Background: an optimization exercise with open tools, aiming at small area. Do not read the settings as production practice. At most, simulation tests tie the RTL to the original design; equivalence was not proved. No activity file was given, so power comes from the tool's default toggle rates.

red:
Design core_id_pipe, start of the top module:
module core_id_pipe #(
  parameter int unsigned XLEN = 32,
  parameter int unsigned NREG = 32
) (
  input  logic            i_clk,
  input  logic            i_rst_n,
  input  logic            i_valid,
  output logic            o_ready,
  input  logic [31:0]     i_instr,
  input  logic [XLEN-1:0] i_pc,
  input  logic            i_flush,
  input  logic            i_ex_valid,
  input  logic            i_ex_mem_read,
  input  logic [4:0]      i_ex_rd,
  input  logic            i_wb_reg_write,
  input  logic [4:0]      i_wb_rd,
  input  logic [XLEN-1:0] i_rd_din,
  output logic            o_valid,
  input  logic            i_ready,
  output logic [XLEN-1:0] o_pc,
  output logic [6:0]      o_opcode,
  output logic [2:0]      o_funct3,
  output logic [6:0]      o_funct7,
  output logic [4:0]      o_rd,
  output logic [4:0]      o_rs1,
  output logic [4:0]      o_rs2,
  output logic [XLEN-1:0] o_imm,
  output logic [XLEN-1:0] o_rs1_dout,
  output logic [XLEN-1:0] o_rs2_dout,
  output logic            o_illegal
);
export LEC_CHECK = 0
export CAP_MARGIN = 10
export CORE_MARGIN = 2
export CORE_UTILIZATION = 60
export PLACE_DENSITY = 0.72
export SETUP_SLACK_MARGIN = 0.15
export SLEW_MARGIN = 10
export SYNTH_HIERARCHICAL = 1
create_clock -name core_clock -period 5.0 [get_ports {i_clk}]
standard.sh (not shown) runs the stock make flow with config.mk's settings and CLKGATE_MAP_FILE= SYNTH_SCRIPT=/design/flow/synth_recipe.tcl, a recipe that flattens the netlist after the stock synthesis.
==> flow/flow/run.sh <==
#!/bin/bash
# Standard ORFS layout with three changes: port buffers use the smallest
# buffer, clock tree synthesis inserts no dummy loads and clusters more
# sinks per leaf buffer. Every make variable below is passed on the
# command line so that it overrides the standard flow's config.mk.
set -euo pipefail
CTS="-sink_clustering_enable -repair_clock_nets -dont_use_dummy_load -sink_clustering_size 25 -sink_clustering_max_diameter 80"
bash standard.sh \
  "BUFFER_PORTS_ARGS=-buffer_cell sky130_fd_sc_hd__buf_1" \
  "CTS_ARGS=$CTS" \
  finish > make_finish.log 2>&1
## Diff of input files: blue against red
- a change of PLACE_DENSITY from 0.72 to 0.68
- a change of CORE_UTILIZATION from 60 to 55
--- outcome ---
NOTE average wire per cell in the routed design red->blue increased slightly
As far as required time of the critical path is concerned, blue and red perform about the same.
Of blue and red, it is blue that has the higher clock share of power.
Compared with red, in blue post-route cell area climbed about 0.35%, standby leakage power neither gained nor lost much, total power now sits higher, minimum period implied by the final worst setup slack up 45 ps.
Between red and blue, the difference in net count reported at finish is negligible.
blue: post-layout instance count excluding filler cells is 1.0% higher than what red reported.
Power in the clock group was higher in blue than in red.
No run of this note included a check of the RTL's function; only the layout flow was run.

Another version of the RTL of core_id_pipe (not shown whole).
Size in the first run: about 1100 flip-flops.
export LEC_CHECK = 0
export CAP_MARGIN = 20
export CORE_MARGIN = 2
export CORE_UTILIZATION = 50
export PLACE_DENSITY = 0.65
export SETUP_SLACK_MARGIN = 0.2
export SLEW_MARGIN = 20
export SYNTH_HIERARCHICAL = 1
create_clock -name core_clock -period 5.0 [get_ports {i_clk}]
Scripts as last shown in full above: flow/flow/run.sh
Edit:
--- a/flow/flow/run.sh
+++ b/flow/flow/run.sh
@@ -2,5 +2,6 @@
 # Standard ORFS layout with three changes: port buffers use the smallest
 # buffer, clock tree synthesis inserts no dummy loads and clusters more
-# sinks per leaf buffer. Every make variable below is passed on the
+# sinks per leaf buffer; after global routing, gates off the critical
+# paths are downsized. Every make variable below is passed on the
 # command line so that it overrides the standard flow's config.mk.
 set -euo pipefail
@@ -9,3 +10,4 @@
   "BUFFER_PORTS_ARGS=-buffer_cell sky130_fd_sc_hd__buf_1" \
   "CTS_ARGS=$CTS" \
+  "RECOVER_POWER=100" \
   finish > make_finish.log 2>&1
Settings changed: CAP_MARGIN 20 to 5, CORE_UTILIZATION 50 to 55, PLACE_DENSITY 0.65 to 0.68, SETUP_SLACK_MARGIN 0.2 to 0.15, SLEW_MARGIN 20 to 5.
The new run finished but fails on max-capacitance violations, max-slew violations.
Global-route usage climbs by 3.7 points.
Via count came out higher slightly.
Combinational power hardly moves.
Power is about the same.
Sequential power hardly moves.

[what the ideal ports hide]
The results above use ideal ports. As a check the final layouts listed here were re-extracted and re-timed, cells and wires unchanged.
Step 1 (the two cells are an assumption about what drives the block):
set clk [get_ports {i_clk}]
set_driving_cell -lib_cell sky130_fd_sc_hd__clkbuf_16 $clk
set_driving_cell -lib_cell sky130_fd_sc_hd__buf_2 [delete_from_list [all_inputs] $clk]
Step 2 adds t to the input delays and takes it off the output delays; t is the mean of the earliest and latest rising clock arrival at the registers after step 1. Input paths then give back, and output paths get back, about the clock's delay inside the block.
Slacks: ideal ports / drivers / drivers and shift; pairs: ideal ports / drivers.
| run | t (ns) | slack for setup (ns) | clock arrival spread, ns |
|---|---|---|---|
| red | 0.697 | 0.215 / 0.150 / 0.847 | 0.058 / 0.058 |
| blue | 0.701 | 0.170 / 0.102 / 0.803 | 0.071 / 0.070 |
| the first run of note 2 | 0.719 | 0.223 / 0.152 / 0.871 | 0.067 / 0.068 |
| the second run of note 2 | 0.706 | 0.137 / 0.067 / -0.520 | 0.056 / 0.056 |
The setup slack of the second run of note 2, which loses most, moves by -0.070 ns with the drivers and by -0.657 ns with both steps.
